From an optimization exercise on the open Yosys and OpenROAD flow, aimed at small area; shortcuts taken in it are not production practice. RTL that was checked went through simulation tests only; none was proved equivalent to the original. No functional check of the RTL was part of run 4. Power and IR drop assume default switching activity.

==> design/flow/design.v <==
package daq_ctrl_pkg;
	localparam int REG_W  = 7;
	localparam int ADDR_W = 5;
	typedef logic [REG_W-1:0]  reg_word_t;
	typedef logic [ADDR_W-1:0] reg_addr_t;
	function automatic reg_addr_t cnt_next(input reg_addr_t c);
		cnt_next = {c[3:0], c[4] ^ c[2] ^ (c[3:0] == 4'd0)};
	endfunction
	function automatic reg_addr_t cnt_at(input int i);
		reg_addr_t c;
		c = '0;
		for (int k = 0; k < i; k++) c = cnt_next(c);
		cnt_at = c;
	endfunction
	function automatic logic [145:0] unpack_timing(input reg_word_t [30:0] regs);
		logic [145:0] t;
		t = {regs[0], regs[1], |regs[2],
		     regs[20][0], regs[19], regs[18][0], regs[17],
		     regs[16][0], regs[15], regs[14][0], regs[13],
		     regs[12][0], regs[11], regs[10][0], regs[9],
		     regs[8][0],  regs[7],  regs[6][0],  regs[5],
		     regs[4][0],  regs[3],
		     regs[21][5:0],
		     regs[25][5:0], regs[24], regs[23][5:0], regs[22],
		     |regs[26], regs[27], regs[29][4:0], regs[28], regs[30]};
		unpack_timing = t;
	endfunction
endpackage
module cmd_decoder (
	input  logic       tx_clk,
	input  logic       rst,
	input  logic       clr,
	input  logic [7:0] byte_in,
	input  logic       byte_ready,
	output logic       byte_unload,
	output logic       wr_fast,
	output logic       wr_slow,
	output logic       keep_fast,
	output logic       keep_slow,
	output logic [4:0] addr_fast,
	output logic [4:0] addr_slow,
	output logic [6:0] wdata,
	output logic [6:0] pulses
);
	logic tgt_slow;
	logic tgt_none;
	logic trig;
	logic decode;
	assign decode = !byte_ready && byte_unload;
	always_ff @(posedge tx_clk or posedge rst) begin
		if (rst) begin
			byte_unload <= 1'b0;
			wr_fast     <= 1'b0;
			wr_slow     <= 1'b0;
			keep_fast   <= 1'b1;
			keep_slow   <= 1'b1;
			trig        <= 1'b0;
		end else begin
			byte_unload <= byte_ready;
			wr_fast     <= decode && byte_in[7] && !tgt_slow && !tgt_none;
			wr_slow     <= decode && byte_in[7] && tgt_slow && !tgt_none;
			keep_fast   <= !(decode && byte_in[7] && !tgt_slow && !tgt_none);
			keep_slow   <= !(decode && byte_in[7] && tgt_slow && !tgt_none);
			trig        <= decode && byte_in[7:3] == 5'd0 && byte_in[2:0] != 3'd7;
		end
	end
	always_ff @(posedge tx_clk) begin
		if (clr) begin
			tgt_slow  <= 1'b0;
			tgt_none  <= 1'b0;
			addr_fast <= '0;
			addr_slow <= '0;
		end else begin
			if (decode && !byte_in[7] && (byte_in[6] || byte_in[5])) begin
				tgt_slow <= byte_in[6] && byte_in[5];
				tgt_none <= !byte_in[6];
			end
			if (decode && byte_in[7:5] == 3'b010) addr_fast <= byte_in[4:0];
			if (decode && byte_in[7:5] == 3'b011) addr_slow <= byte_in[4:0];
		end
	end
	always_ff @(posedge tx_clk) begin
		wdata <= byte_in[6:0];
	end
	always_comb begin
		pulses    = '0;
		pulses[6] = trig && wdata[2:0] == 3'd0;
		pulses[3] = trig && wdata[2:0] == 3'd1;
		pulses[4] = trig && wdata[2:0] == 3'd2;
		pulses[5] = trig && wdata[2:0] == 3'd3;
		pulses[2] = trig && wdata[2:0] == 3'd4;
		pulses[1] = trig && wdata[2:0] == 3'd5;
		pulses[0] = trig && wdata[2:0] == 3'd6;
	end
endmodule
module ctrl_reg_bank #(
	parameter int N_REGS = 31,
	parameter logic [7*N_REGS-1:0] ARST_BITS = '0
) (
	input  logic                                   tx_clk,
	input  logic                                   rst,
	input  logic                                   clr,
	input  logic                                   wr,
	input  logic                                   keep,
	input  daq_ctrl_pkg::reg_addr_t                wr_addr,
	input  daq_ctrl_pkg::reg_word_t                wr_data,
	input  daq_ctrl_pkg::reg_addr_t                rd_addr,
	output daq_ctrl_pkg::reg_word_t                rd_data,
	output daq_ctrl_pkg::reg_word_t [N_REGS-1:0]   regs
);
	logic [3:0] wr_lo;
	logic [3:0] keep_lo;
	logic [7:0] wr_hi;
	always_comb begin
		for (int k = 0; k < 4; k++) begin
			wr_lo[k]   = wr && wr_addr[1:0] == k;
			keep_lo[k] = (!keep && wr_addr[1:0] == k) || clr;
		end
		for (int j = 0; j < 8; j++) wr_hi[j] = wr_addr[4:2] == j || clr;
	end
	for (genvar i = 0; i < N_REGS; i++) begin : g_reg
		logic we;
		logic hold;
		assign we   = wr_lo[i % 4] && wr_hi[i / 4];
		assign hold = !(keep_lo[i % 4] && wr_hi[i / 4]);
		daq_ctrl_pkg::reg_word_t nxt;
		assign nxt = (regs[i] & {7{hold}}) | (wr_data & {7{we}});
		for (genvar b = 0; b < 7; b++) begin : g_bit
			if (ARST_BITS[7 * i + b]) begin : g_arst
				always_ff @(posedge tx_clk or posedge rst) begin
					if (rst) begin
						regs[i][b] <= 1'b0;
					end else begin
						regs[i][b] <= nxt[b];
					end
				end
			end else begin : g_clr
				always_ff @(posedge tx_clk) begin
					regs[i][b] <= nxt[b];
				end
			end
		end
	end
	localparam int N_GRP = (N_REGS + 2) / 3;
	logic [N_REGS-1:0] rd_sel;
	logic [3:0] rd_lo;
	logic [7:0] rd_hi;
	daq_ctrl_pkg::reg_word_t [N_GRP-1:0] grp;
	always_comb begin
		for (int k = 0; k < 4; k++) rd_lo[k] = rd_addr[1:0] == k && !clr;
		for (int j = 0; j < 8; j++) rd_hi[j] = rd_addr[4:2] == j;
		for (int i = 0; i < N_REGS; i++) begin
			rd_sel[i] = rd_lo[daq_ctrl_pkg::cnt_at(i) % 4] && rd_hi[daq_ctrl_pkg::cnt_at(i) / 4];
		end
		for (int g = 0; g < N_GRP; g++) begin
			grp[g] = '0;
			for (int k = 0; k < 3; k++) begin
				if (3 * g + k < N_REGS) grp[g] = grp[g] | (regs[3 * g + k] & {7{rd_sel[3 * g + k]}});
			end
		end
		rd_data = '0;
		for (int g = 0; g < N_GRP; g++) rd_data = rd_data | grp[g];
	end
endmodule
module reg_readback #(
	parameter int N_REGS = 31
) (
	input  logic                    tx_clk,
	input  logic                    rst,
	input  logic                    tx_en,
	input  logic                    word_loaded,
	input  daq_ctrl_pkg::reg_word_t rd_data,
	output daq_ctrl_pkg::reg_addr_t rd_addr,
	output logic [9:0]              link
);
	logic [4:0] cnt;
	logic loaded_meta;
	logic loaded_sync;
	logic word_ready;
	logic complete;
	daq_ctrl_pkg::reg_word_t word;
	assign rd_addr = cnt;
	assign link    = {word_ready, 1'b1, word, complete};
	always_ff @(posedge tx_clk or posedge rst) begin
		if (rst) begin
			cnt         <= '0;
			loaded_meta <= 1'b0;
			loaded_sync <= 1'b0;
			word_ready  <= 1'b0;
			complete    <= 1'b0;
		end else begin
			loaded_meta <= word_loaded;
			loaded_sync <= loaded_meta;
			if (!complete) begin
				if (tx_en) begin
					if (!word_ready && !loaded_sync) begin
						if (cnt == daq_ctrl_pkg::cnt_at(N_REGS)) begin
							complete <= 1'b1;
						end else begin
							word_ready <= 1'b1;
						end
					end else if (word_ready && loaded_sync) begin
						word_ready <= 1'b0;
						cnt        <= daq_ctrl_pkg::cnt_next(cnt);
					end
				end
			end else if (!tx_en) begin
				cnt         <= '0;
				loaded_meta <= 1'b0;
				loaded_sync <= 1'b0;
				word_ready  <= 1'b0;
				complete    <= 1'b0;
			end
		end
	end
	always_ff @(posedge tx_clk) begin
		word <= rd_data;
	end
endmodule
module reset_sequencer (
	input  logic       tx_clk,
	input  logic       rst,
	input  logic       full_reset,
	input  logic       idelay_rst,
	output logic       dcm_rst,
	output logic       idelay_rst_out
);
	localparam logic [23:0] DCM_END    = 24'ha46d1f;
	localparam logic [23:0] DCM_MASK   = 24'hffbfff;
	localparam logic [23:0] SHORT_END  = 24'hfffeaa;
	localparam logic [23:0] SHORT_MASK = 24'h000300;
	logic        gap;
	logic [23:0] t;
	logic        idle;
	logic        done_dcm;
	logic        done_short;
	logic        load;
	assign idle       = !dcm_rst && !gap && !idelay_rst_out;
	assign done_dcm   = ((t ^ DCM_END) & DCM_MASK) == 24'd0;
	assign done_short = ((t ^ SHORT_END) & SHORT_MASK) == 24'd0;
	assign load       = idle || (dcm_rst ? done_dcm : done_short);
	always_ff @(posedge tx_clk or posedge rst) begin
		if (rst) begin
			dcm_rst        <= 1'b0;
			gap            <= 1'b0;
			idelay_rst_out <= 1'b0;
		end else begin
			if (idle) begin
				gap     <= idelay_rst;
				dcm_rst <= full_reset && !idelay_rst;
			end else if (dcm_rst) begin
				if (done_dcm) begin
					dcm_rst <= 1'b0;
					gap     <= 1'b1;
				end
			end else if (gap) begin
				if (done_short) begin
					gap            <= 1'b0;
					idelay_rst_out <= 1'b1;
				end
			end else begin
				if (done_short) begin
					idelay_rst_out <= 1'b0;
				end
			end
		end
	end
	always_ff @(posedge tx_clk) begin
		t[0] <= !load && (t[23] ^ t[22] ^ t[21] ^ t[16]);
		for (int i = 1; i < 24; i++) begin
			t[i] <= !(load || t[i-1]);
		end
	end
endmodule
module daq_ctrl_top (
	input  logic         tx_clk,
	input  logic         rst,
	input  logic [7:0]   byte_in,
	input  logic         byte_ready,
	input  logic         tx_en_fast,
	input  logic         tx_en_slow,
	input  logic         word_loaded_fast,
	input  logic         word_loaded_slow,
	output logic         byte_unload,
	output logic [145:0] timing,
	output logic [6:0]   pulses,
	output logic [9:0]   rb_fast,
	output logic [9:0]   rb_slow,
	output logic         dcm_rst,
	output logic         idelay_rst_out
);
	localparam int FAST_REGS = 31;
	localparam int SLOW_REGS = 23;
	logic       wr_fast;
	logic       wr_slow;
	logic       keep_fast;
	logic       keep_slow;
	logic [4:0] addr_fast;
	logic [4:0] addr_slow;
	logic [6:0] wdata;
	daq_ctrl_pkg::reg_word_t [FAST_REGS-1:0] fast_regs;
	function automatic logic [7*FAST_REGS-1:0] fast_arst_bits();
		logic [FAST_REGS-1:0][6:0] m;
		m = '0;
		for (int i = 0; i < FAST_REGS; i++) begin
			if (i == 0 || i == 1 || i == 22 || i == 24 || i == 27 || i == 28 || i == 30 ||
			    (i >= 3 && i <= 19 && i % 2 == 1)) begin
				m[i] = 7'h7f;
			end else if (i >= 4 && i <= 20 && i % 2 == 0) begin
				m[i] = 7'h01;
			end else if (i == 21 || i == 23 || i == 25) begin
				m[i] = 7'h3f;
			end else if (i == 29) begin
				m[i] = 7'h1f;
			end
		end
		fast_arst_bits = m;
	endfunction
	logic clr;
	logic clr_n;
	assign clr = !clr_n;
	always_ff @(posedge tx_clk or posedge rst) begin
		if (rst) begin
			clr_n <= 1'b0;
		end else begin
			clr_n <= 1'b1;
		end
	end
	logic [145:0] timing_regs;
	daq_ctrl_pkg::reg_addr_t fast_rd_addr;
	daq_ctrl_pkg::reg_word_t fast_rd_data;
	daq_ctrl_pkg::reg_addr_t slow_rd_addr;
	daq_ctrl_pkg::reg_word_t slow_rd_data;
	cmd_decoder u_dec (
		.tx_clk      (tx_clk),
		.rst         (rst),
		.clr         (clr),
		.byte_in     (byte_in),
		.byte_ready  (byte_ready),
		.byte_unload (byte_unload),
		.wr_fast     (wr_fast),
		.wr_slow     (wr_slow),
		.keep_fast   (keep_fast),
		.keep_slow   (keep_slow),
		.addr_fast   (addr_fast),
		.addr_slow   (addr_slow),
		.wdata       (wdata),
		.pulses      (pulses)
	);
	ctrl_reg_bank #(.N_REGS(FAST_REGS), .ARST_BITS(fast_arst_bits())) u_fast_bank (
		.tx_clk  (tx_clk),
		.rst     (rst),
		.clr     (clr),
		.wr      (wr_fast),
		.keep    (keep_fast),
		.wr_addr (addr_fast),
		.wr_data (wdata),
		.rd_addr (fast_rd_addr),
		.rd_data (fast_rd_data),
		.regs    (fast_regs)
	);
	ctrl_reg_bank #(.N_REGS(SLOW_REGS)) u_slow_bank (
		.tx_clk  (tx_clk),
		.rst     (rst),
		.clr     (clr),
		.wr      (wr_slow),
		.keep    (keep_slow),
		.wr_addr (addr_slow),
		.wr_data (wdata),
		.rd_addr (slow_rd_addr),
		.rd_data (slow_rd_data),
		.regs    ()
	);
	reg_readback #(.N_REGS(FAST_REGS)) u_fast_rb (
		.tx_clk      (tx_clk),
		.rst         (rst),
		.tx_en       (tx_en_fast),
		.word_loaded (word_loaded_fast),
		.rd_data     (fast_rd_data),
		.rd_addr     (fast_rd_addr),
		.link        (rb_fast)
	);
	reg_readback #(.N_REGS(SLOW_REGS)) u_slow_rb (
		.tx_clk      (tx_clk),
		.rst         (rst),
		.tx_en       (tx_en_slow),
		.word_loaded (word_loaded_slow),
		.rd_data     (slow_rd_data),
		.rd_addr     (slow_rd_addr),
		.link        (rb_slow)
	);
	reset_sequencer u_rst_seq (
		.tx_clk         (tx_clk),
		.rst            (rst),
		.full_reset     (pulses[6]),
		.idelay_rst     (pulses[2]),
		.dcm_rst        (dcm_rst),
		.idelay_rst_out (idelay_rst_out)
	);
	always_comb begin
		timing_regs = daq_ctrl_pkg::unpack_timing(fast_regs);
		timing      = timing_regs;
		timing[131] = timing_regs[131] && !clr;
		timing[26]  = timing_regs[26] && !clr;
	end
endmodule
==> design/flow/flow/run.sh <==
#!/bin/bash
# Own layout flow: the standard flow (standard.sh) with two changes.
#  1. Synthesis is the standard script with only the ABC script swapped for the
#     area-oriented flow/area.abc. Its registers (names and cell types) are
#     checked against the standard synthesis; if they differ the standard
#     netlist is used instead.
#  2. Port buffers are sky130_fd_sc_hd__buf_1 (buffer_ports -buffer_cell).
#  3. Clock tree: clusters of at most 16 sinks within 80 um, each driven by a
#     clkbuf_8, without dummy loads (CTS_ARGS).
# Each tool's output goes to a log file of its own in this folder.
set -euo pipefail
W=$PWD
R=$W/orfs/results/$FLOW_PLATFORM/daq_ctrl_top/base

bash standard.sh synth > log_std_synth.txt 2>&1
cp "$R/1_2_yosys.v" ref_netlist.v

# 2. own synthesis: same script and make call, abc script swapped
{ cat flow/abc_override.tcl; cat synth_recipe.tcl; } > own_synth.tcl
sed "s#SYNTH_SCRIPT=[^ ]*#SYNTH_SCRIPT=$W/own_synth.tcl#" standard.sh > own_standard.sh
mkdir -p ref_results
cp -p "$R"/1_* ref_results/
rm -f "$R"/1_*
export OWN_ABC_SCRIPT=$W/flow/area.abc
if bash own_standard.sh synth > log_own_synth.txt 2>&1 \
   && python3 flow/regs.py ref_netlist.v "$R/1_2_yosys.v" > log_regs.txt 2>&1; then
  echo "own synthesis used" >> log_regs.txt
else
  echo "own synthesis not used, back to the standard netlist" >> log_regs.txt
  rm -f "$R"/1_*
  cp -p ref_results/1_* "$R"/
fi

# 3. the rest of the standard flow, port buffers as buf_1
export BUFFER_PORTS_ARGS="-buffer_cell sky130_fd_sc_hd__buf_1"
export CTS_ARGS="-sink_clustering_enable -sink_clustering_size 16 -sink_clustering_max_diameter 80 -buf_list sky130_fd_sc_hd__clkbuf_8 -dont_use_dummy_load -repair_clock_nets"
bash own_standard.sh > log_layout.txt 2>&1
test -s out/final.def
==> design/flow/flow/abc_override.tcl <==
# Route synth.tcl's abc call to the script named by OWN_ABC_SCRIPT.
proc abc {args} {
  set i [lsearch -exact $args -script]
  if {$i >= 0} { lset args [expr {$i + 1}] $::env(OWN_ABC_SCRIPT) }
  yosys abc {*}$args
}
==> design/flow/flow/area.abc <==
strash
&get -n
&st
&dch -f
&nf -a -R 1000
&put
==> design/flow/flow/regs.py <==
# Compare the registers (instance name and cell type, drive strength ignored) of two netlists.
import re, sys
def regs(path):
    txt = open(path).read()
    out = set()
    for cell, name in re.findall(r'^\s*(sky130_fd_sc_hd__\w+)\s+(\S+)\s*\(', txt, re.M):
        base = re.sub(r'_\d+$', '', cell.replace('sky130_fd_sc_hd__', ''))
        if re.match(r'(s?df|s?edf|dl)', base):
            out.add((name, base))
    return out
a, b = regs(sys.argv[1]), regs(sys.argv[2])
print(f"registers: reference {len(a)}, own {len(b)}")
if a != b:
    print("differ:", sorted(a ^ b)[:20])
    sys.exit(1)
print("registers match")
==> design/flow/standard.sh <==
#!/bin/bash
# synth_recipe.tcl (not shown) runs the flow's synth.tcl, then flattens the netlist and writes it again
# the make line also repeats each setting of config.mk as NAME=value (left out here)
make -C /OpenROAD-flow-scripts/flow DESIGN_CONFIG=/design/flow/config.mk WORK_HOME=/design/flow/orfs CLKGATE_MAP_FILE= SYNTH_SCRIPT=/design/flow/synth_recipe.tcl "${@:-finish}"
==> design/flow/config.mk <==
export PLATFORM = sky130hd
export DESIGN_NAME = daq_ctrl_top
export DESIGN_NICKNAME = daq_ctrl_top
export VERILOG_FILES = /design/flow/design.v
export SDC_FILE = /design/flow/constraint.sdc
export NUM_CORES = 4
export LEC_CHECK = 0
export CAP_MARGIN = 20
export CORE_MARGIN = 2
export CORE_UTILIZATION = 60
export PLACE_DENSITY = 0.7
export SLEW_MARGIN = 20
==> design/flow/constraint.sdc <==
create_clock -name core_clock -period 10.0 [get_ports {tx_clk}]
set_input_delay 2.0000 -clock core_clock [delete_from_list [all_inputs] [get_ports {tx_clk}]]
set_output_delay 2.0000 -clock core_clock [all_outputs]
set_load 0.01 [all_outputs]
==> flow_metrics.env, run 1 <==
export IMPL_ctsRootBufferMaster="clkbuf_8"
export IMPL_fin_crit_sh=0.420
export IMPL_grt_antenna_before_repair=0
export IMPL_seqPwrFrac=0.617
export IMPL_drc=0
export IMPL_drv_slew=0
export IMPL_r2r_cells=8
export IMPL_yosys_register_bits=463
export IMPL_syn_avg_cell_area_um2=11.4
export IMPL_hpwlAfterDp_um=34800
export IMPL_fmax_mhz=238
export IMPL_drtIter0Drc=1882
export IMPL_finalClockSkew_ns=0.0256
export IMPL_clock_latency_ns=0.57
export IMPL_fillers=2488
export IMPL_grtUsageTotal=0.322
export IMPL_synth_edf_count=0
export IMPL_cts_tree="done"
export IMPL_status="finished clean"
export IMPL_synth_area_leaders="dfxtp_1 32%, dfrtp_1 23%, a22o_1 19%, a222oi_1 6.5%, buf_4 6.3%"
export IMPL_synthMuxAreaShare=0.000618
export IMPL_chipHeight_um=178
export IMPL_min_from="u_rst_seq.t[14]$_DFF_P_"
export IMPL_min_path_type="flop to flop"
export IMPL_ant_nets=0
export IMPL_wire_per_inst_um=25.3
export IMPL_cpPeakStageDelay_ns=0.66
export IMPL_design_area_um2=18800
export IMPL_syn2layout_area_growth_pct=3.41
export IMPL_synth_top_family_by_area="compound AO/OA/AOI/OAI gates"
export IMPL_reg2reg_slack_ns=6.78
export IMPL_netSwitchingFraction=0.280
export IMPL_p_sw_uw=919
export IMPL_hold_end="u_rst_seq.t[15]$_DFF_P_"
export IMPL_drt_wl_total_um=52200
export IMPL_synthAdderAreaFrac=0.00275
export IMPL_io_buffers=188
export IMPL_die_area_um2=31800
export IMPL_grt_ovfl_total=0
export IMPL_clk_pin_slew_ns=0.10
export IMPL_yosysSeqAreaShare=0.556
export IMPL_core_um2=29800
export IMPL_cts_sinks=463
export IMPL_leakagePower_nw=7.53
export IMPL_ir_drop_mv=0.100
export IMPL_hold_depth=1
export IMPL_critPathLaunchType="flop"
export IMPL_post_synth_top_area_cell="dfxtp_1"
export IMPL_clockPowerShare=0.266
export IMPL_ctsResizeCount=0
export IMPL_clockBufferDepth=3
export IMPL_p_int_mw=2.36
export IMPL_netlist_instances=1593
export IMPL_post_cts_buffers=0
export IMPL_grt_pass1_vias=13500
export IMPL_start_util=0.611
export IMPL_combPwrFrac=0.116
export IMPL_antennaDiodeCount=0
export IMPL_synth_xor_area_frac=0.00192
export IMPL_max_slew_worst_pin_slew_ns=1.21
export IMPL_fin_util=0.632
export IMPL_via_count=14300
export IMPL_hold_viol_final=0
export IMPL_fin_crit_ns=4.20
export IMPL_ios=191
export IMPL_dr_pass1_iters=10
export IMPL_p_per_area_nw_per_um2=174
export IMPL_grt_max_degree=102
export IMPL_grt_pass1_wl_um=79300
export IMPL_synth_top_cell_area_share=0.320
export IMPL_worstPathArrival_ns=2.20
export IMPL_end_kind="primary output"
export IMPL_ys_warn_count=7
export IMPL_die_w_um=178
export IMPL_place_area_um2=18400
export IMPL_cp_required_ns=8.00
export IMPL_nNetsFinal=1696
export IMPL_setup_viol=0
export IMPL_async_reset_ff_frac=0.371
export IMPL_vias_per_cell=6.91
export IMPL_gp_congestion=0.957
export IMPL_synth_compound_area_frac=0.271
export IMPL_synth_main_ff_cell="dfxtp_1"
export IMPL_std_cell_rows=63
export IMPL_synthSimpleGateAreaFrac=0.102
export IMPL_syn_area_um2=18200
export IMPL_setup_tns_final_ns=0
export IMPL_slew_headroom=0.182
export IMPL_worstReg2RegStart="clr_n$_DFF_PP0_"
export IMPL_slowest_stage="clkinv_1"
export IMPL_cts_made_buffers=34
export IMPL_drive_above_1_share=0.0328
export IMPL_cp_max_fo=17
export IMPL_drv_cap=0
export IMPL_reg2reg_to="u_fast_rb.word[0]$_DFF_P_"
export IMPL_path_class="flop to primary output"
export IMPL_cts_hold_buf=0
export IMPL_htree_levels=2
export IMPL_rsz0062_at_grt="no"
export IMPL_yosysUniqueCellTypes=37
export IMPL_path_cells="clkinv_1 > a21oi_1 > buf_1"
power groups by stage:
stage / combinational, mW / clock [mW] / sequential, mW
2_1_floorplan: 0.261 / 0 / 2.05
3_3_place_gp: 0.366 / 0 / 2.06
3_5_place_dp: 0.375 / 0 / 2.06
4_1_cts: 0.376 / 0.887 / 2.02
5_1_grt: 0.419 / 0.956 / 2.04
6_report: 0.382 / 0.875 / 2.03
layer usage:
metal	part of all wire	vias to the layer above	wire length [um]	GRT usage
met4	0.043	0	2220	0.138
met2	0.45	821	23600	0.505
li1	-	6316	-	-
met5	0	-	0	0
met3	0.086	132	4470	0.0539
met1	0.42	6992	21900	0.443
flip-flops by register name, summed over array words and instances (netlist names), 5 cells and up:
signal	cells
u_dec.addr_slow	5
u_slow_rb.cnt	5
u_dec.wdata	7
u_fast_bank.regs	217
u_slow_rb.word	7
u_dec.addr_fast	5
u_rst_seq.t	24
u_slow_bank.regs	161
u_fast_rb.cnt	5
u_fast_rb.word	7
logic make-up (layout without fill, tap and decap cells):
family | Yosys count | in the layout
xor+xnor | 4 | 4
compound gates | 566 | 566
buf+inv | 162 | 242
flops | 463 | 463
fa+ha+maj | 4 | 4
other cells | 1 | 3
simple gates | 392 | 392
mux | 1 | 1
worst max-delay path, delay by kind of cell, from the launching register on:
family	cells	cell delay [ns]
buffers and inverters	2	0.85
AO/OA/AOI/OAI	1	0.43
flip-flops	1	0.36
cells in the mapped netlist (5+ instances only):
cell type and n:
buf_4 152, nand2_1 84, and4_1 22, o21ai_0 28, nor3_1 9, dfxtp_1 291
a22o_1 387, nand2b_1 16, nor2_1 185, nand4_1 15, nor4b_1 5, a21o_1 7
clkinv_1 10, nor4_1 6, a21oi_1 15, a222oi_1 119, a221o_1 7, and2_0 5
nand3b_1 16, dfrtp_1 170, or3_1 5, nand3_1 10
cell usage in the layout (no fill, tap or decap), types with 9 or more instances in the layout:
master / count
and4_1: 22
clkinv_1: 9
a22o_1: 387
buf_4: 10
dfrtp_1: 170
nand2_1: 84
a21oi_1: 15
nand3_1: 10
a222oi_1: 119
nand2b_1: 16
nand4_1: 15
nor2_1: 185
nor3_1: 9
buf_1: 188
o21ai_0: 24
clkbuf_8: 34
dfxtp_1: 284
nand3b_1: 16
cell type report:
| type | count | area (um^2) | share of cell area |
|---|---|---|---|
| Sequential cell | 463 | 10100 | 0.538 |
| Multi-Input combinational cell | 970 | 6920 | 0.367 |
| Timing Repair Buffer | 198 | 781 | 0.0414 |
| Tap cell | 390 | 488 | 0.0259 |
| Clock buffer | 34 | 468 | 0.0248 |
| Inverter | 10 | 42.5 | 0.00226 |
how the worst max path moves through the flow:
stage,to,start,depth (start not counted)
2_1_floorplan,clr_n$_DFF_PP0_,rst,1
3_3_place_gp,u_slow_rb.word_ready$_DFFE_PP0P_,rst,3
3_5_place_dp,u_slow_rb.word_ready$_DFFE_PP0P_,rst,3
4_1_cts,timing[26],clr_n$_DFF_PP0_,3
5_1_grt,timing[131],clr_n$_DFF_PP0_,3
6_report,timing[26],clr_n$_DFF_PP0_,3
per-stage QoR:
| step | total power [mW] | std cells | hold WS [ns] | worst slack (ns) |
|---|---|---|---|---|
| after floorplan | 2.32 | 1595 | 0.368 | 4.92 |
| after global placement | 2.43 | 2031 | 0.373 | 6.25 |
| after detailed placement | 2.44 | 2031 | 0.383 | 6.22 |
| after CTS | 3.29 | 2065 | 0.401 | 5.84 |
| after global routing | 3.41 | 2065 | 0.415 | 5.71 |
| final | 3.28 | 2065 | 0.402 | 5.80 |
==> run 2, diff against run 1 <==
--- a/design/flow/config.mk
+++ b/design/flow/config.mk
@@ -5,8 +5,8 @@
 export SDC_FILE = /design/flow/constraint.sdc
 export NUM_CORES = 4
 export LEC_CHECK = 0
-export CAP_MARGIN = 20
+export CAP_MARGIN = 0
 export CORE_MARGIN = 2
 export CORE_UTILIZATION = 60
 export PLACE_DENSITY = 0.7
-export SLEW_MARGIN = 20
+export SLEW_MARGIN = 0
==> flow_metrics.env, run 2 <==
export IMPL_largest_register_ffs=217
export IMPL_hold_viol_final=0
export IMPL_ant_nets=0
export IMPL_ctsResizeCount=0
export IMPL_dp_slack_ns=6.22
export IMPL_final_common_cell="a22o_1"
export IMPL_synth_edf_count=0
export IMPL_drt_wl_total_um=52100
export IMPL_clockBufferDepth=3
export IMPL_grt_pass1_wl_um=79300
export IMPL_max_slew_worst_pin_slew_ns=1.33
export IMPL_cts_hold_buf=0
export IMPL_hpwlAfterDp_um=34800
export IMPL_htree_levels=2
export IMPL_fmax_mhz=239
export IMPL_grt_antenna_before_repair=0
export IMPL_grt_pass1_vias=13500
export IMPL_yosysUniqueCellTypes=37
export IMPL_worstPathArrival_ns=2.19
export IMPL_chipHeight_um=178
export IMPL_via_count=14300
export IMPL_fin_crit_sh=0.419
export IMPL_yosys_cell_count_top_type="a22o_1"
export IMPL_clk_pin_slew_ns=0.10
export IMPL_slew_headroom=0.102
export IMPL_critPathLaunchType="flop"
export IMPL_ios=191
export IMPL_final_cell_mix="387 x a22o_1, 284 x dfxtp_1, 188 x buf_1"
export IMPL_largest_registers="u_fast_bank.regs (217), u_slow_bank.regs (161), u_rst_seq.t (24)"
export IMPL_finalClockSkew_ns=0.0232
export IMPL_min_path_type="flop to flop"
export IMPL_die_area_um2=31800
export IMPL_largest_register="u_fast_bank.regs"
export IMPL_post_synth_top_area_cell="dfxtp_1"
export IMPL_syn2layout_area_growth_pct=3.41
export IMPL_async_reset_ff_frac=0.371
export IMPL_die_w_um=178
export IMPL_rsz0062_at_grt="no"
export IMPL_syn_area_um2=18200
export IMPL_fin_crit_ns=4.19
export IMPL_synth_commonest_cells="387 x a22o_1, 291 x dfxtp_1, 185 x nor2_1"
export IMPL_nNetsFinal=1696
export IMPL_synth_area_leaders="dfxtp_1 32%, dfrtp_1 23%, a22o_1 19%, a222oi_1 6.5%, buf_4 6.3%"
export IMPL_grt_max_degree=102
export IMPL_setup_viol=0
export IMPL_ir_drop_mv=0.100
export IMPL_ys_warn_count=7
export IMPL_end_kind="primary output"
export IMPL_drv_cap=0
export IMPL_wire_per_inst_um=25.2
export IMPL_ctsRootBufferMaster="clkbuf_8"
export IMPL_synth_main_ff_cell="dfxtp_1"
export IMPL_fin_util=0.632
export IMPL_cp_max_fo=17
export IMPL_cp_required_ns=8.00
export IMPL_grtUsageTotal=0.322
export IMPL_status="finished clean"
export IMPL_cts_sinks=463
export IMPL_std_cell_rows=63
export IMPL_clock_latency_ns=0.57
export IMPL_start_util=0.611
export IMPL_syn_avg_cell_area_um2=11.4
export IMPL_post_cts_buffers=0
export IMPL_leakagePower_nw=7.53
export IMPL_drv_slew=0
export IMPL_worst_slack_ns=5.81
export IMPL_p_per_area_nw_per_um2=174
export IMPL_cts_tree="done"
export IMPL_cts_made_buffers=34
export IMPL_io_buffers=188
export IMPL_yosysSeqAreaShare=0.556
export IMPL_vias_per_cell=6.92
export IMPL_netlist_instances=1593
export IMPL_antennaDiodeCount=0
export IMPL_gp_congestion=0.957
export IMPL_fillers=2488
export IMPL_dr_pass1_iters=9
export IMPL_setup_tns_final_ns=0
export IMPL_path_class="flop to primary output"
export IMPL_drtIter0Drc=1870
export IMPL_synth_top_cell_area_share=0.320
export IMPL_yosys_register_bits=463
export IMPL_drc=0
export IMPL_grt_ovfl_total=0
export IMPL_drive_above_1_share=0.0328
export IMPL_core_um2=29800
export IMPL_power_mw=3.28
[run 2: cell counts after synthesis]
Identical to the previous run, type by type.
[run 2: layer usage]
layer  track usage  routed length, um  vias up  share of wire
met1         0.443              22000     7009           0.42
met4         0.138               2280        0          0.044
met2         0.505              23400      823           0.45
met3        0.0539               4430      136          0.085
li1              -                  -     6322              -
met5             0                  0        -              0
[run 2: worst paths after layout]
path                       slack (ns)                              end  depth (start not counted)                    start
max in group asynchronous        6.96  u_fast_bank.regs[126]$_DFF_PP0_                          3                      rst
max reg2reg                      6.80        u_fast_rb.word[0]$_DFF_P_                          8          clr_n$_DFF_PP0_
min in group asynchronous        1.61    u_fast_bank.regs[1]$_DFF_PP0_                          2                      rst
min                              0.40          u_rst_seq.t[15]$_DFF_P_                          1  u_rst_seq.t[14]$_DFF_P_
min reg2reg                      0.40          u_rst_seq.t[15]$_DFF_P_                          1  u_rst_seq.t[14]$_DFF_P_
max                              5.81                       timing[26]                          3          clr_n$_DFF_PP0_
[run 2: through the flow]
stage,instances,hold WS [ns],cell area (um^2)
2_1_floorplan,1595,0.368,18200
3_3_place_gp,2031,0.373,18400
3_5_place_dp,2031,0.383,18400
4_1_cts,2065,0.401,18800
5_1_grt,2065,0.415,18800
6_report,2065,0.402,18800
[run 2: cells by family after synthesis]
group	after synthesis	share of synthesized area
and+or+nand+nor	392	0.102
buffers and inverters	162	0.0647
adders and majority gates	4	0.00275
other	1	0.000206
DFF	463	0.556
xor gates and xnor gates	4	0.00192
AOI/OAI and AO/OA	566	0.271
muxes	1	0.000618
[run 2: final cells by class]
| class | instances | area [um^2] | area share |
|---|---|---|---|
| multi-input combinational | 970 | 6920 | 0.367 |
| tap | 390 | 488 | 0.0259 |
| clock buffer | 34 | 468 | 0.0248 |
| timing repair buffer | 198 | 781 | 0.0414 |
| sequential | 463 | 10100 | 0.538 |
| inverter | 10 | 42.5 | 0.00226 |
[run 2: critical path, cell delays in order (launching register included)]
cell,delay [ns]
dfrtp_1,0.36
clkinv_1,0.66
a21oi_1,0.43
buf_1,0.19
[run 2: power by group]
part / internal [mW] / total, mW / switching, mW
logic: 0.118 / 0.381 / 0.263
clock network: 0.308 / 0.876 / 0.568
registers: 1.94 / 2.03 / 0.0892
==> run 3, diff against run 2 <==
==> design/flow/config.mk (replaced) <==
export PLATFORM = sky130hd
export DESIGN_NAME = daq_ctrl_top
export DESIGN_NICKNAME = daq_ctrl_top
export VERILOG_FILES = /design/flow/design.v
export SDC_FILE = /design/flow/constraint.sdc
export NUM_CORES = 4
export LEC_CHECK = 0
export CAP_MARGIN = 20
export CORE_MARGIN = 2
export CORE_UTILIZATION = 40
export SLEW_MARGIN = 20
==> flow_metrics.env, run 3 <==
export IMPL_final_cell_mix="387 x a22o_1, 284 x dfxtp_1, 188 x buf_1"
export IMPL_drv_cap=0
export IMPL_post_synth_top_area_cell="dfxtp_1"
export IMPL_critPathLaunchType="flop"
export IMPL_cp_max_fo=56
export IMPL_dr_wl_met3_um=4340
export IMPL_path_class="flop to primary output"
export IMPL_die_area_um2=47300
export IMPL_yosys_register_bits=463
export IMPL_setup_viol=0
export IMPL_finalClockSkew_ns=0.0465
export IMPL_p_int_mw=2.36
export IMPL_ctsResizeCount=0
export IMPL_dr_pass1_iters=13
export IMPL_leakagePower_nw=7.55
export IMPL_fin_crit_sh=0.414
export IMPL_largest_register="u_fast_bank.regs"
export IMPL_synth_edf_count=0
export IMPL_gp_congestion=0.928
export IMPL_ctsRootBufferMaster="clkbuf_8"
export IMPL_grt_ovfl_total=0
export IMPL_cts_hold_buf=0
export IMPL_ys_warn_count=7
export IMPL_wire_per_inst_um=25.0
export IMPL_p_sw_uw=948
export IMPL_status="finished clean"
export IMPL_syn_area_um2=18200
export IMPL_multi_input_area_um2=6920
export IMPL_clockBufferDepth=3
export IMPL_die_w_um=217
export IMPL_end_kind="primary output"
export IMPL_chipHeight_um=217
export IMPL_min_path_type="flop to flop"
export IMPL_place_area_um2=18700
export IMPL_netSwitchingFraction=0.286
export IMPL_antennaDiodeCount=0
export IMPL_final_common_cell="a22o_1"
export IMPL_fmax_mhz=241
export IMPL_clock_latency_ns=0.62
export IMPL_synth_commonest_cells="387 x a22o_1, 291 x dfxtp_1, 185 x nor2_1"
export IMPL_wl_met1_um=24800
export IMPL_fillers=4302
export IMPL_worstPathArrival_ns=2.14
export IMPL_drive_above_1_share=0.0351
export IMPL_nNetsFinal=1700
export IMPL_htree_levels=2
export IMPL_grtUsageTotal=0.235
export IMPL_std_cell_rows=78
export IMPL_fin_crit_ns=4.14
export IMPL_netlist_instances=1593
export IMPL_cts_tree="done"
export IMPL_slew_headroom=0.230
export IMPL_cts_made_buffers=34
export IMPL_cp_required_ns=8.00
export IMPL_yosys_cell_count_top_type="a22o_1"
export IMPL_synth_area_leaders="dfxtp_1 32%, dfrtp_1 23%, a22o_1 19%, a222oi_1 6.5%, buf_4 6.3%"
export IMPL_wl_met2_um=26400
export IMPL_grt_pass1_wl_um=85800
export IMPL_seqPwrFrac=0.612
export IMPL_io_buffers=188
export IMPL_max_slew_worst_pin_slew_ns=1.15
export IMPL_largest_registers="u_fast_bank.regs (217), u_slow_bank.regs (161), u_rst_seq.t (24)"
export IMPL_grt_pass1_vias=13600
export IMPL_async_reset_ff_frac=0.371
export IMPL_syn2layout_area_growth_pct=5.02
export IMPL_start_util=0.403
export IMPL_vias_per_cell=6.32
export IMPL_syn_avg_cell_area_um2=11.4
export IMPL_grt_max_degree=85
export IMPL_highest_layer="met4"
export IMPL_ir_drop_mv=0.0901
export IMPL_setup_tns_final_ns=0
export IMPL_clk_pin_slew_ns=0.10
export IMPL_post_cts_buffers=0
export IMPL_largest_register_ffs=217
export IMPL_power_mw=3.31
export IMPL_via_count=14400
export IMPL_design_area_um2=19100
export IMPL_clockPowerShare=0.271
export IMPL_synth_main_ff_cell="dfxtp_1"
export IMPL_synth_top_cell_area_share=0.320
export IMPL_yosysSeqAreaShare=0.556
export IMPL_p_per_area_nw_per_um2=173
export IMPL_seq_area_um2=10100
export IMPL_hpwlAfterDp_um=39100
export IMPL_drt_wl_total_um=57000
export IMPL_ant_nets=0
export IMPL_yosysUniqueCellTypes=37
export IMPL_drv_slew=0
export IMPL_ios=191
export IMPL_core_um2=45200
export IMPL_grt_antenna_before_repair=0
export IMPL_drc=0
export IMPL_combPwrFrac=0.117
export IMPL_drtIter0Drc=2153
export IMPL_hold_viol_final=0
export IMPL_cts_sinks=463
export IMPL_rsz0062_at_grt="no"
run 3: metrics by stage:
step	util	instances	hold slack (ns)	setup slack, ns
5_1_grt	0.423	2279	0.396	5.73
4_1_cts	0.423	2279	0.390	5.82
2_1_floorplan	-	1595	0.368	4.92
6_report	0.423	2279	0.388	5.86
3_5_place_dp	0.413	2245	0.373	6.41
3_3_place_gp	0.413	2244	0.372	6.48
run 3: cell type report:
class / instances / share of cell area
inverter: 10 / 0.00222
clock buffer: 34 / 0.0245
sequential: 463 / 0.530
tap: 600 / 0.0392
timing repair buffer: 202 / 0.0424
multi-input combinational: 970 / 0.362
run 3: cell families after synthesis:
kind of cell	share of synthesized area
AO/OA/AOI/OAI	0.271
flip-flops	0.556
buffers and inverters	0.0647
AND/OR/NAND/NOR	0.102
other	0.000206
adder cells (fa/ha/maj)	0.00275
multiplexers	0.000618
XOR/XNOR	0.00192
run 3: final timing paths:
check                                        start                             end  slack [ns]  cells after the start
max                         u_dec.wdata[2]$_DFF_P_                       pulses[2]        5.86                      4
min                        u_rst_seq.t[14]$_DFF_P_         u_rst_seq.t[15]$_DFF_P_        0.39                      1
max reg2reg                        clr_n$_DFF_PP0_       u_fast_rb.word[6]$_DFF_P_        7.03                      8
min reg2reg                u_rst_seq.t[14]$_DFF_P_         u_rst_seq.t[15]$_DFF_P_        0.39                      1
max in group asynchronous                      rst  u_fast_bank.regs[92]$_DFF_PP0_        7.19                      3
min in group asynchronous                      rst  u_fast_bank.regs[22]$_DFF_PP0_        1.53                      2
run 3: power by group through the flow:
stage	logic, mW	registers, mW	clock network [mW]
final	0.386	2.03	0.898
after global routing	0.424	2.04	0.986
after CTS	0.383	2.03	0.918
after detailed placement	0.382	2.07	0
after global placement	0.376	2.06	0
after floorplan	0.261	2.05	0
run 3: critical path, cell delays in order (launching register included):
cell and delay (ns):
dfxtp_2 0.32, buf_4 0.60, nand2_1 0.21, nor3_1 0.24, buf_1 0.18
run 3: metal layers:
metal  vias up  global-route usage
li1       6333                   -
met2       719               0.373
met1      7252               0.332
met3        99              0.0383
met4         0              0.0667
met5         -                   0
==> run 4, diff against run 3 <==
--- a/design/flow/design.v
+++ b/design/flow/design.v
@@ -37,8 +37,7 @@
 	output logic       wr_slow,
 	output logic       keep_fast,
 	output logic       keep_slow,
-	output logic [4:0] addr_fast,
-	output logic [4:0] addr_slow,
+	output logic [4:0] addr,
 	output logic [6:0] wdata,
 	output logic [6:0] pulses
 );
@@ -68,15 +67,13 @@
 		if (clr) begin
 			tgt_slow  <= 1'b0;
 			tgt_none  <= 1'b0;
-			addr_fast <= '0;
-			addr_slow <= '0;
+			addr      <= '0;
 		end else begin
 			if (decode && !byte_in[7] && (byte_in[6] || byte_in[5])) begin
 				tgt_slow <= byte_in[6] && byte_in[5];
 				tgt_none <= !byte_in[6];
 			end
-			if (decode && byte_in[7:5] == 3'b010) addr_fast <= byte_in[4:0];
-			if (decode && byte_in[7:5] == 3'b011) addr_slow <= byte_in[4:0];
+			if (decode && byte_in[7:6] == 2'b01) addr <= byte_in[4:0];
 		end
 	end
 	always_ff @(posedge tx_clk) begin
@@ -295,8 +292,7 @@
 	logic       wr_slow;
 	logic       keep_fast;
 	logic       keep_slow;
-	logic [4:0] addr_fast;
-	logic [4:0] addr_slow;
+	logic [4:0] addr;
 	logic [6:0] wdata;
 	daq_ctrl_pkg::reg_word_t [FAST_REGS-1:0] fast_regs;
 	function automatic logic [7*FAST_REGS-1:0] fast_arst_bits();
@@ -342,8 +338,7 @@
 		.wr_slow     (wr_slow),
 		.keep_fast   (keep_fast),
 		.keep_slow   (keep_slow),
-		.addr_fast   (addr_fast),
-		.addr_slow   (addr_slow),
+		.addr        (addr),
 		.wdata       (wdata),
 		.pulses      (pulses)
 	);
@@ -353,7 +348,7 @@
 		.clr     (clr),
 		.wr      (wr_fast),
 		.keep    (keep_fast),
-		.wr_addr (addr_fast),
+		.wr_addr (addr),
 		.wr_data (wdata),
 		.rd_addr (fast_rd_addr),
 		.rd_data (fast_rd_data),
@@ -365,7 +360,7 @@
 		.clr     (clr),
 		.wr      (wr_slow),
 		.keep    (keep_slow),
-		.wr_addr (addr_slow),
+		.wr_addr (addr),
 		.wr_data (wdata),
 		.rd_addr (slow_rd_addr),
 		.rd_data (slow_rd_data),
--- a/design/flow/config.mk
+++ b/design/flow/config.mk
@@ -7,5 +7,6 @@
 export LEC_CHECK = 0
 export CAP_MARGIN = 20
 export CORE_MARGIN = 2
-export CORE_UTILIZATION = 40
+export CORE_UTILIZATION = 60
+export PLACE_DENSITY = 0.7
 export SLEW_MARGIN = 20
==> flow_metrics.env, run 4 <==
export IMPL_status="finished clean"
export IMPL_grtUsageTotal=0.324
export IMPL_largest_register="u_fast_bank.regs"
export IMPL_syn_avg_cell_area_um2=11.6
export IMPL_path_class="flop to primary output"
export IMPL_dp_cells=1985
export IMPL_fin_crit_sh=0.390
export IMPL_nNetsFinal=1651
export IMPL_cp_max_fo=12
export IMPL_finalClockSkew_ns=0.0321
export IMPL_yosys_cell_count_top_type="a22o_1"
export IMPL_slowest_stage="clkinv_1"
export IMPL_synth_commonest_cells="388 x a22o_1, 286 x dfxtp_1, 170 x dfrtp_1"
export IMPL_worstPathArrival_ns=1.90
export IMPL_drtIter0Drc=2088
export IMPL_leakagePower_nw=7.46
export IMPL_max_slew_worst_pin_slew_ns=1.21
export IMPL_vias_per_cell=6.93
export IMPL_ys_warn_count=7
export IMPL_final_cell_mix="388 x a22o_1, 279 x dfxtp_1, 188 x buf_1"
export IMPL_clockBufferDepth=3
export IMPL_std_cell_rows=63
export IMPL_drc=0
export IMPL_io_buffers=188
export IMPL_design_area_um2=18600
export IMPL_cpPeakStageDelay_ns=0.45
export IMPL_largest_register_ffs=217
export IMPL_wire_per_inst_um=25.7
export IMPL_largest_registers="u_fast_bank.regs (217), u_slow_bank.regs (161), u_rst_seq.t (24)"
export IMPL_synth_top_cell_area_share=0.320
export IMPL_grt_antenna_before_repair=0
export IMPL_grt_pass1_vias=13200
export IMPL_setup_tns_final_ns=0
export IMPL_fin_crit_ns=3.90
export IMPL_ctsRootBufferMaster="clkbuf_8"
export IMPL_min_path_type="flop to flop"
export IMPL_start_util=0.607
export IMPL_ant_nets=0
export IMPL_p_per_area_nw_per_um2=175
export IMPL_core_um2=29500
export IMPL_synth_main_ff_cell="dfxtp_1"
export IMPL_gp_congestion=0.922
export IMPL_clk_pin_slew_ns=0.10
export IMPL_synth_edf_count=0
export IMPL_syn_area_um2=17900
export IMPL_grt_pass1_wl_um=78700
export IMPL_cts_sinks=458
export IMPL_hold_depth=1
export IMPL_crit_path_start="clr_n$_DFF_PP0_"
export IMPL_antennaDiodeCount=0
export IMPL_clock_latency_ns=0.57
export IMPL_async_reset_ff_frac=0.376
export IMPL_die_area_um2=31200
export IMPL_fmax_mhz=256
export IMPL_dr_pass1_iters=9
export IMPL_r2r_cells=8
export IMPL_critPathLaunchType="flop"
export IMPL_cts_made_buffers=34
export IMPL_rsz0062_at_grt="no"
export IMPL_min_from="u_rst_seq.t[14]$_DFF_P_"
export IMPL_drive_above_1_share=0.0362
export IMPL_via_count=14000
export IMPL_post_synth_top_area_cell="dfxtp_1"
export IMPL_setup_viol=0
export IMPL_syn2layout_area_growth_pct=3.61
export IMPL_cts_tree="done"
export IMPL_yosysUniqueCellTypes=39
export IMPL_worstReg2RegStart="clr_n$_DFF_PP0_"
export IMPL_yosysSeqAreaShare=0.560
export IMPL_final_common_cell="a22o_1"
export IMPL_netlist_instances=1545
export IMPL_die_w_um=177
export IMPL_grt_ovfl_total=0
export IMPL_ios=191
export IMPL_hpwlAfterDp_um=35100
export IMPL_grt_max_degree=104
export IMPL_drv_slew=0
export IMPL_hold_viol_final=0
export IMPL_final_cell_count_no_fill=2020
export IMPL_chipHeight_um=177
export IMPL_htree_levels=2
export IMPL_slew_headroom=0.188
export IMPL_drt_wl_total_um=51900
export IMPL_drv_cap=0
export IMPL_ctsResizeCount=0
export IMPL_synth_area_leaders="dfxtp_1 32%, dfrtp_1 24%, a22o_1 19%, a222oi_1 6.7%, buf_4 6.4%"
export IMPL_place_area_um2=18100
export IMPL_yosys_register_bits=458
export IMPL_fillers=2489
export IMPL_post_cts_buffers=0
export IMPL_path_cells="clkinv_1 > a21oi_1 > buf_1"
export IMPL_ir_drop_mv=0.144
export IMPL_end_kind="primary output"
export IMPL_cp_required_ns=8.00
export IMPL_cts_hold_buf=0
[run 4: cell count changes after synthesis, moves of 3 or more]
cell	change
nand2b_1	-6
o21ai_0	-8
nand3b_1	-3
dfxtp_1	-5
a21oi_1	-6
nor2_1	-20
[run 4: path summary, 6_finish.rpt]
| check | endpoint | slack [ns] |
|---|---|---|
| worst max-delay path | timing[26] | 6.10 |
| worst min-delay path | u_rst_seq.t[15]$_DFF_P_ | 0.39 |
| worst max register to register | u_fast_rb.word[3]$_DFF_P_ | 6.99 |
| worst min register to register | u_rst_seq.t[15]$_DFF_P_ | 0.39 |
| max in group asynchronous | u_fast_bank.regs[164]$_DFF_PP0_ | 6.80 |
| min in group asynchronous | u_fast_bank.regs[36]$_DFF_PP0_ | 1.64 |
[run 4: logic make-up after synthesis]
family	Yosys count	share of synthesized area
AO/OA/AOI/OAI	555	0.273
XOR/XNOR	5	0.00245
adder cells (fa/ha/maj)	4	0.00279
buffers and inverters	163	0.0660
flip-flops	458	0.560
multiplexers	1	0.000629
other	1	0.000209
AND/OR/NAND/NOR	358	0.0944
[run 4: worst max-delay path: cells and delay by family (launching register included)]
kind / cells / cell delay [ns]
AOI/OAI and AO/OA: 1 / 0.35
buffers and inverters: 2 / 0.63
DFF: 1 / 0.36
[run 4: through the flow]
stage	hold slack, ns	util	setup slack (ns)	total power [mW]
3_3_place_gp	0.371	0.613	6.19	2.40
5_1_grt	0.420	0.629	6.01	3.38
6_report	0.391	0.629	6.10	3.25
3_5_place_dp	0.379	0.613	6.14	2.41
2_1_floorplan	0.368	-	4.92	2.29
4_1_cts	0.393	0.629	6.08	3.25
[run 4: cell type report]
cell class,instances,area (um^2),share of cell area
inverters,11,46.3,0.00250
flip-flops and latches,458,10000,0.541
clock buffers,34,468,0.0252
repair buffers,201,801,0.0432
multi-input cells,926,6710,0.362
well taps,390,488,0.0263
[run 4: routing by layer]
metal,wire length [um],GRT usage,vias up
li1,-,-,6178
met1,21800,0.452,6917
met3,4340,0.0552,122
met5,0,0,-
met4,2160,0.136,0
met2,23600,0.501,776
[run 4: report_power, final]
part	internal (mW)	switching, mW
Clock	0.308	0.567
Combinational	0.117	0.254
Sequential	1.92	0.0865
==> run 5, diff against run 4 <==
--- a/design/flow/design.v
+++ b/design/flow/design.v
@@ -44,22 +44,24 @@
 	logic tgt_slow;
 	logic tgt_none;
 	logic trig;
+	logic wr;
+	logic keep;
+	assign wr_fast   = wr && !tgt_slow;
+	assign wr_slow   = wr && tgt_slow;
+	assign keep_fast = keep || tgt_slow;
+	assign keep_slow = keep || !tgt_slow;
 	logic decode;
 	assign decode = !byte_ready && byte_unload;
 	always_ff @(posedge tx_clk or posedge rst) begin
 		if (rst) begin
 			byte_unload <= 1'b0;
-			wr_fast     <= 1'b0;
-			wr_slow     <= 1'b0;
-			keep_fast   <= 1'b1;
-			keep_slow   <= 1'b1;
+			wr          <= 1'b0;
+			keep        <= 1'b1;
 			trig        <= 1'b0;
 		end else begin
 			byte_unload <= byte_ready;
-			wr_fast     <= decode && byte_in[7] && !tgt_slow && !tgt_none;
-			wr_slow     <= decode && byte_in[7] && tgt_slow && !tgt_none;
-			keep_fast   <= !(decode && byte_in[7] && !tgt_slow && !tgt_none);
-			keep_slow   <= !(decode && byte_in[7] && tgt_slow && !tgt_none);
+			wr          <= decode && byte_in[7] && !tgt_none;
+			keep        <= !(decode && byte_in[7] && !tgt_none);
 			trig        <= decode && byte_in[7:3] == 5'd0 && byte_in[2:0] != 3'd7;
 		end
 	end
==> flow_metrics.env, run 5 <==
export IMPL_p_sw_uw=902
export IMPL_post_synth_top_area_cell="dfxtp_1"
export IMPL_syn2layout_area_growth_pct=3.65
export IMPL_cp_max_fo=31
export IMPL_setup_tns_final_ns=0
export IMPL_fillers=2483
export IMPL_path_class="flop to primary output"
export IMPL_cp_required_ns=8.00
export IMPL_hpwlAfterDp_um=35500
export IMPL_clockPowerShare=0.266
export IMPL_yosys_cell_count_top_type="a22o_1"
export IMPL_final_cell_mix="388 x a22o_1, 279 x dfxtp_1, 188 x buf_1"
export IMPL_clock_latency_ns=0.55
export IMPL_grt_max_degree=104
export IMPL_min_path_type="flop to flop"
export IMPL_synth_top_cell_area_share=0.320
export IMPL_ys_warn_count=7
export IMPL_combPwrFrac=0.115
export IMPL_antennaDiodeCount=0
export IMPL_final_cell_count_no_fill=2020
export IMPL_syn_avg_cell_area_um2=11.6
export IMPL_start_util=0.606
export IMPL_max_slew_worst_pin_slew_ns=1.19
export IMPL_via_count=14100
export IMPL_dp_slack_ns=5.72
export IMPL_grt_ovfl_total=0
export IMPL_worstPathArrival_ns=2.93
export IMPL_wl_met1_um=21900
export IMPL_drv_cap=0
export IMPL_drive_above_1_share=0.0356
export IMPL_die_area_um2=31200
export IMPL_grt_antenna_before_repair=0
export IMPL_synth_main_ff_cell="dfxtp_1"
export IMPL_async_reset_ff_frac=0.373
export IMPL_p_int_mw=2.34
export IMPL_netlist_instances=1544
export IMPL_hold_slack_ns=0.376
export IMPL_grt_pass1_vias=13200
export IMPL_fin_crit_sh=0.493
export IMPL_die_w_um=177
export IMPL_io_buffers=188
export IMPL_status="finished clean"
export IMPL_setup_viol=0
export IMPL_ir_drop_mv=0.139
export IMPL_drt_wl_total_um=52600
export IMPL_synth_commonest_cells="388 x a22o_1, 286 x dfxtp_1, 169 x dfrtp_1"
export IMPL_ios=191
export IMPL_rsz0062_at_grt="no"
export IMPL_seqPwrFrac=0.619
export IMPL_drc=0
export IMPL_worst_slack_ns=5.07
export IMPL_post_cts_buffers=0
export IMPL_htree_levels=2
export IMPL_fin_crit_ns=4.93
export IMPL_grtUsageTotal=0.327
export IMPL_slew_headroom=0.199
export IMPL_final_common_cell="a22o_1"
export IMPL_chipHeight_um=177
export IMPL_cts_sinks=456
export IMPL_wl_met2_um=23300
export IMPL_clockBufferDepth=3
export IMPL_grt_pass1_wl_um=78900
export IMPL_highest_layer="met4"
export IMPL_hold_viol_final=0
export IMPL_synth_edf_count=0
export IMPL_largest_registers="u_fast_bank.regs (217), u_slow_bank.regs (161), u_rst_seq.t (24)"
export IMPL_ctsRootBufferMaster="clkbuf_8"
export IMPL_end_kind="primary output"
export IMPL_critPathLaunchType="flop"
export IMPL_cts_made_buffers=34
export IMPL_finalClockSkew_ns=0.0282
export IMPL_cts_hold_buf=0
export IMPL_dr_wl_met3_um=4930
export IMPL_yosysSeqAreaShare=0.559
export IMPL_largest_register_ffs=217
export IMPL_nNetsFinal=1651
export IMPL_vias_per_cell=6.98
export IMPL_drv_slew=0
export IMPL_yosys_register_bits=456
export IMPL_clk_pin_slew_ns=0.10
export IMPL_std_cell_rows=63
export IMPL_syn_area_um2=17900
export IMPL_ant_nets=0
export IMPL_fmax_mhz=203
export IMPL_ctsResizeCount=0
export IMPL_yosysUniqueCellTypes=38
export IMPL_gp_congestion=0.965
export IMPL_largest_register="u_fast_bank.regs"
export IMPL_netSwitchingFraction=0.278
export IMPL_synth_area_leaders="dfxtp_1 32%, dfrtp_1 24%, a22o_1 19%, a222oi_1 6.7%, buf_4 6.4%"
export IMPL_core_um2=29500
export IMPL_p_per_area_nw_per_um2=175
export IMPL_drtIter0Drc=2263
export IMPL_wire_per_inst_um=26.0
export IMPL_dp_cells=1986
export IMPL_leakagePower_nw=7.44
export IMPL_dr_pass1_iters=10
export IMPL_cts_tree="done"
run 5: cell types whose count changed in the layout (fill, tap and decap cells not counted), moves of 2 or more:
cell      before  now
a21oi_1        9   11
nand2_1       85   82
o21ai_1        2    4
buf_4         12   14
nand3b_1      13   11
clkinv_1      10    8
nand3_1        8   11
run 5: critical path, cell delays in order (launching register included):
cell and delay, ns:
dfrtp_1 1.00, clkinv_1 0.81, a21oi_1 0.38, buf_1 0.18
run 5: kinds of logic after synthesis:
logic type               count (synthesis)  synth area share
AND/OR/NAND/NOR                        362            0.0963
buffers and inverters                  161            0.0658
multiplexers                             1          0.000630
AO/OA/AOI/OAI                          554             0.273
adder cells (fa/ha/maj)                  4           0.00280
XOR/XNOR                                 5           0.00245
flip-flops                             456             0.559
other                                    1          0.000210
run 5: path summary, 6_finish.rpt:
check	cells after the start	slack (ns)	from	endpoint
max	3	5.07	clr_n$_DFF_PP0_	timing[131]
min	1	0.38	u_rst_seq.t[0]$_DFF_P_	u_rst_seq.t[1]$_DFF_P_
max reg2reg	8	6.06	clr_n$_DFF_PP0_	u_fast_rb.word[3]$_DFF_P_
min reg2reg	1	0.38	u_rst_seq.t[0]$_DFF_P_	u_rst_seq.t[1]$_DFF_P_
max in group asynchronous	3	6.87	rst	u_fast_bank.regs[210]$_DFF_PP0_
min in group asynchronous	2	1.67	rst	u_fast_bank.regs[6]$_DFF_PP0_
run 5: per-stage QoR:
step           cell area [um^2]  power [mW]  utilization
3_3_place_gp              18100        2.40        0.612
3_5_place_dp              18100        2.41        0.612
6_report                  18500        3.24        0.628
2_1_floorplan             17900        2.29            -
4_1_cts                   18500        3.25        0.628
5_1_grt                   18500        3.37        0.628
run 5: power by group through the flow:
stage	Combinational [mW]	Sequential, mW	Clock, mW
global placement	0.361	2.04	0
detailed placement	0.367	2.04	0
finish	0.373	2.00	0.861
CTS	0.368	2.00	0.876
floorplan	0.262	2.03	0
global route	0.409	2.02	0.944
run 5: final cells by class:
cell class / count / area, um^2 / share of cell area
inverter: 9 / 38.8 / 0.00209
clock buffer: 34 / 468 / 0.0253
tap: 390 / 488 / 0.0263
timing repair buffer: 202 / 811 / 0.0438
multi-input combinational: 929 / 6720 / 0.363
sequential: 456 / 9990 / 0.539
run 5: metal layers:
layer  vias to the layer above  global-route usage
met5                         -                   0
met4                         0               0.151
met3                       148              0.0564
met2                       887               0.495
met1                      6884               0.460
li1                       6179                   -
==> run 6, diff against run 5 <==
--- a/design/flow/design.v
+++ b/design/flow/design.v
@@ -94,10 +94,9 @@
 endmodule
 module ctrl_reg_bank #(
 	parameter int N_REGS = 31,
-	parameter logic [7*N_REGS-1:0] ARST_BITS = '0
+	parameter bit INV = 1'b0
 ) (
 	input  logic                                   tx_clk,
-	input  logic                                   rst,
 	input  logic                                   clr,
 	input  logic                                   wr,
 	input  logic                                   keep,
@@ -107,12 +106,14 @@
 	output daq_ctrl_pkg::reg_word_t                rd_data,
 	output daq_ctrl_pkg::reg_word_t [N_REGS-1:0]   regs
 );
+	daq_ctrl_pkg::reg_word_t st_data;
+	assign st_data = INV ? (~wr_data | {7{clr}}) : wr_data;
 	logic [3:0] wr_lo;
 	logic [3:0] keep_lo;
 	logic [7:0] wr_hi;
 	always_comb begin
 		for (int k = 0; k < 4; k++) begin
-			wr_lo[k]   = wr && wr_addr[1:0] == k;
+			wr_lo[k]   = (wr && wr_addr[1:0] == k) || (INV && clr);
 			keep_lo[k] = (!keep && wr_addr[1:0] == k) || clr;
 		end
 		for (int j = 0; j < 8; j++) wr_hi[j] = wr_addr[4:2] == j || clr;
@@ -122,22 +123,8 @@
 		logic hold;
 		assign we   = wr_lo[i % 4] && wr_hi[i / 4];
 		assign hold = !(keep_lo[i % 4] && wr_hi[i / 4]);
-		daq_ctrl_pkg::reg_word_t nxt;
-		assign nxt = (regs[i] & {7{hold}}) | (wr_data & {7{we}});
-		for (genvar b = 0; b < 7; b++) begin : g_bit
-			if (ARST_BITS[7 * i + b]) begin : g_arst
-				always_ff @(posedge tx_clk or posedge rst) begin
-					if (rst) begin
-						regs[i][b] <= 1'b0;
-					end else begin
-						regs[i][b] <= nxt[b];
-					end
-				end
-			end else begin : g_clr
-				always_ff @(posedge tx_clk) begin
-					regs[i][b] <= nxt[b];
-				end
-			end
+		always_ff @(posedge tx_clk) begin
+			regs[i] <= (regs[i] & {7{hold}}) | (st_data & {7{we}});
 		end
 	end
 	localparam int N_GRP = (N_REGS + 2) / 3;
@@ -154,7 +141,9 @@
 		for (int g = 0; g < N_GRP; g++) begin
 			grp[g] = '0;
 			for (int k = 0; k < 3; k++) begin
-				if (3 * g + k < N_REGS) grp[g] = grp[g] | (regs[3 * g + k] & {7{rd_sel[3 * g + k]}});
+				if (3 * g + k < N_REGS) begin
+					grp[g] = grp[g] | ((INV ? ~regs[3 * g + k] : regs[3 * g + k]) & {7{rd_sel[3 * g + k]}});
+				end
 			end
 		end
 		rd_data = '0;
@@ -297,23 +286,7 @@
 	logic [4:0] addr;
 	logic [6:0] wdata;
 	daq_ctrl_pkg::reg_word_t [FAST_REGS-1:0] fast_regs;
-	function automatic logic [7*FAST_REGS-1:0] fast_arst_bits();
-		logic [FAST_REGS-1:0][6:0] m;
-		m = '0;
-		for (int i = 0; i < FAST_REGS; i++) begin
-			if (i == 0 || i == 1 || i == 22 || i == 24 || i == 27 || i == 28 || i == 30 ||
-			    (i >= 3 && i <= 19 && i % 2 == 1)) begin
-				m[i] = 7'h7f;
-			end else if (i >= 4 && i <= 20 && i % 2 == 0) begin
-				m[i] = 7'h01;
-			end else if (i == 21 || i == 23 || i == 25) begin
-				m[i] = 7'h3f;
-			end else if (i == 29) begin
-				m[i] = 7'h1f;
-			end
-		end
-		fast_arst_bits = m;
-	endfunction
+	daq_ctrl_pkg::reg_word_t [FAST_REGS-1:0] fast_regs_n;
 	logic clr;
 	logic clr_n;
 	assign clr = !clr_n;
@@ -324,7 +297,6 @@
 			clr_n <= 1'b1;
 		end
 	end
-	logic [145:0] timing_regs;
 	daq_ctrl_pkg::reg_addr_t fast_rd_addr;
 	daq_ctrl_pkg::reg_word_t fast_rd_data;
 	daq_ctrl_pkg::reg_addr_t slow_rd_addr;
@@ -344,9 +316,8 @@
 		.wdata       (wdata),
 		.pulses      (pulses)
 	);
-	ctrl_reg_bank #(.N_REGS(FAST_REGS), .ARST_BITS(fast_arst_bits())) u_fast_bank (
+	ctrl_reg_bank #(.N_REGS(FAST_REGS), .INV(1'b1)) u_fast_bank (
 		.tx_clk  (tx_clk),
-		.rst     (rst),
 		.clr     (clr),
 		.wr      (wr_fast),
 		.keep    (keep_fast),
@@ -354,11 +325,10 @@
 		.wr_data (wdata),
 		.rd_addr (fast_rd_addr),
 		.rd_data (fast_rd_data),
-		.regs    (fast_regs)
+		.regs    (fast_regs_n)
 	);
 	ctrl_reg_bank #(.N_REGS(SLOW_REGS)) u_slow_bank (
 		.tx_clk  (tx_clk),
-		.rst     (rst),
 		.clr     (clr),
 		.wr      (wr_slow),
 		.keep    (keep_slow),
@@ -394,10 +364,6 @@
 		.dcm_rst        (dcm_rst),
 		.idelay_rst_out (idelay_rst_out)
 	);
-	always_comb begin
-		timing_regs = daq_ctrl_pkg::unpack_timing(fast_regs);
-		timing      = timing_regs;
-		timing[131] = timing_regs[131] && !clr;
-		timing[26]  = timing_regs[26] && !clr;
-	end
+	assign fast_regs = ~fast_regs_n;
+	assign timing    = daq_ctrl_pkg::unpack_timing(fast_regs) & {146{!clr}};
 endmodule
==> flow_metrics.env, run 6 <==
export IMPL_drv_cap=0
export IMPL_grtUsageMet1=0.516
export IMPL_ys_warn_count=7
export IMPL_antennaDiodeCount=0
export IMPL_synth_commonest_cells="430 x dfxtp_1, 388 x a22o_1, 287 x nor2_1"
export IMPL_cts_sinks=456
export IMPL_io_buffers=188
export IMPL_drt_wl_total_um=52900
export IMPL_drtIter0Drc=2039
export IMPL_status="finished clean"
export IMPL_grt_max_degree=106
export IMPL_die_area_um2=29200
export IMPL_syn_area_um2=16700
export IMPL_path_class="flop to primary output"
export IMPL_cp_required_ns=8.00
export IMPL_hold_slack_ns=0.377
export IMPL_grt_busiest_layer="met2"
export IMPL_core_um2=27600
export IMPL_async_reset_ff_frac=0.0570
export IMPL_largest_register_ffs=217
export IMPL_slew_headroom=0.157
export IMPL_largest_register="u_fast_bank.regs"
export IMPL_synth_area_leaders="dfxtp_1 52%, a22o_1 20%, nor2_1 6.5%, o22ai_1 3.9%, dfrtp_1 3.7%"
export IMPL_critPathLaunchType="flop"
export IMPL_chipHeight_um=171
export IMPL_dr_pass1_iters=9
export IMPL_drive_above_1_share=0.0325
export IMPL_cts_hold_buf=0
export IMPL_grt_pass1_wl_um=79400
export IMPL_end_kind="primary output"
export IMPL_power_mw=3.81
export IMPL_yosysSeqAreaShare=0.555
export IMPL_synth_top_cell_area_share=0.516
export IMPL_worstPathArrival_ns=2.86
export IMPL_fin_util=0.670
export IMPL_std_cell_rows=61
export IMPL_rsz0062_at_grt="no"
export IMPL_setup_tns_final_ns=0
export IMPL_drv_slew=0
export IMPL_yosys_register_bits=456
export IMPL_yosys_cell_count_top_type="dfxtp_1"
export IMPL_start_util=0.606
export IMPL_ctsRootBufferMaster="clkbuf_8"
export IMPL_post_cts_buffers=0
export IMPL_vias_per_cell=6.83
export IMPL_clk_pin_slew_ns=0.09
export IMPL_via_count=15200
export IMPL_die_w_um=171
export IMPL_ir_drop_mv=0.201
export IMPL_yosysUniqueCellTypes=42
export IMPL_cp_max_fo=105
export IMPL_hold_viol_final=0
export IMPL_max_slew_worst_pin_slew_ns=1.26
export IMPL_post_synth_top_area_cell="dfxtp_1"
export IMPL_fin_crit_sh=0.486
export IMPL_netlist_instances=1614
export IMPL_finalClockSkew_ns=0.0323
export IMPL_synth_main_ff_cell="dfxtp_1"
export IMPL_ant_nets=0
export IMPL_final_common_cell="dfxtp_1"
export IMPL_p_per_area_nw_per_um2=206
export IMPL_use_met3=0.0629
export IMPL_cts_made_buffers=34
export IMPL_nNetsFinal=1867
export IMPL_leakagePower_nw=7.39
export IMPL_clock_latency_ns=0.56
export IMPL_fmax_mhz=206
export IMPL_grt_util_met2=0.524
export IMPL_cts_tree="done"
export IMPL_ios=191
export IMPL_clockBufferDepth=3
[run 6: cell types whose count changed in the layout (fill, tap and decap cells not counted), sizes merged, moves of 4 or more]
cell,previous run,this run
nor3b,1,6
o22ai,0,105
or2,1,8
nand3b,11,5
dfrtp,169,25
nor2,165,287
a222oi,119,49
nand2,82,129
nor4,6,33
nand4,16,9
o21ai,20,16
and4,22,9
a21o,7,0
dfxtp,286,430
[run 6: critical path, cell delays in order (launching register included)]
cell,delay (ns)
dfrtp_1,0.37
buf_4,0.24
inv_4,0.44
buf_4,0.85
nor2_1,0.14
buf_1,0.17
[run 6: area by class of cell]
type / count / area (um^2)
clock buffer: 34 / 468
timing repair buffer: 204 / 846
multi-input combinational: 1143 / 7380
inverter: 9 / 36.3
fill: 2298 / 9090
tap: 378 / 473
sequential: 456 / 9260
[run 6: stage by stage]
step | worst slack (ns) | area, um^2 | std cells
after floorplan | 3.73 | 16700 | 1616
after global placement | 5.88 | 18000 | 2189
after detailed placement | 5.79 | 18000 | 2189
after CTS | 5.15 | 18400 | 2223
after global routing | 4.93 | 18500 | 2224
final | 5.14 | 18500 | 2224
[run 6: final timing paths]
| check | start | endpoint | slack [ns] | cells after the start |
|---|---|---|---|---|
| hold / removal | u_rst_seq.t[13]$_DFF_P_ | u_rst_seq.t[14]$_DFF_P_ | 0.38 | 1 |
| hold reg to reg | u_rst_seq.t[13]$_DFF_P_ | u_rst_seq.t[14]$_DFF_P_ | 0.38 | 1 |
| setup reg to reg | clr_n$_DFF_PP0_ | u_fast_rb.word[5]$_DFF_P_ | 6.03 | 9 |
| max in group asynchronous | rst | u_dec.keep$_DFF_PP1_ | 8.22 | 3 |
| min in group asynchronous | rst | u_rst_seq.dcm_rst$_DFF_PP0_ | 1.33 | 2 |
| setup / recovery | clr_n$_DFF_PP0_ | timing[61] | 5.14 | 5 |
[run 6: power by group]
part           leakage (nW)  switching [mW]  internal (mW)
Clock                 0.244           0.554          0.308
Combinational          3.26           0.442          0.273
Sequential             3.89           0.206           2.02
[run 6: routing by layer]
metal | vias up | wire length, um
li1 | 6765 | -
met1 | 7228 | 22300
met2 | 1039 | 22700
met3 | 163 | 5910
met4 | 0 | 1910
met5 | - | 0
[run 6: kinds of logic after synthesis]
family	Yosys count	share of synthesized area
AOI/OAI and AO/OA	587	0.289
and+or+nand+nor	543	0.144
DFF	456	0.555
buffers and inverters	17	0.00562
xor gates and xnor gates	5	0.00262
adders and majority gates	4	0.00300
other	1	0.000225
muxes	1	0.000674

Setup slack of run 6, layout unchanged: 5.138 ns with ideal ports, 5.088 ns with driving cells assumed (clock clkbuf_16, inputs buf_2), 5.679 ns with port delays also shifted by the 0.591 ns mid clock arrival.
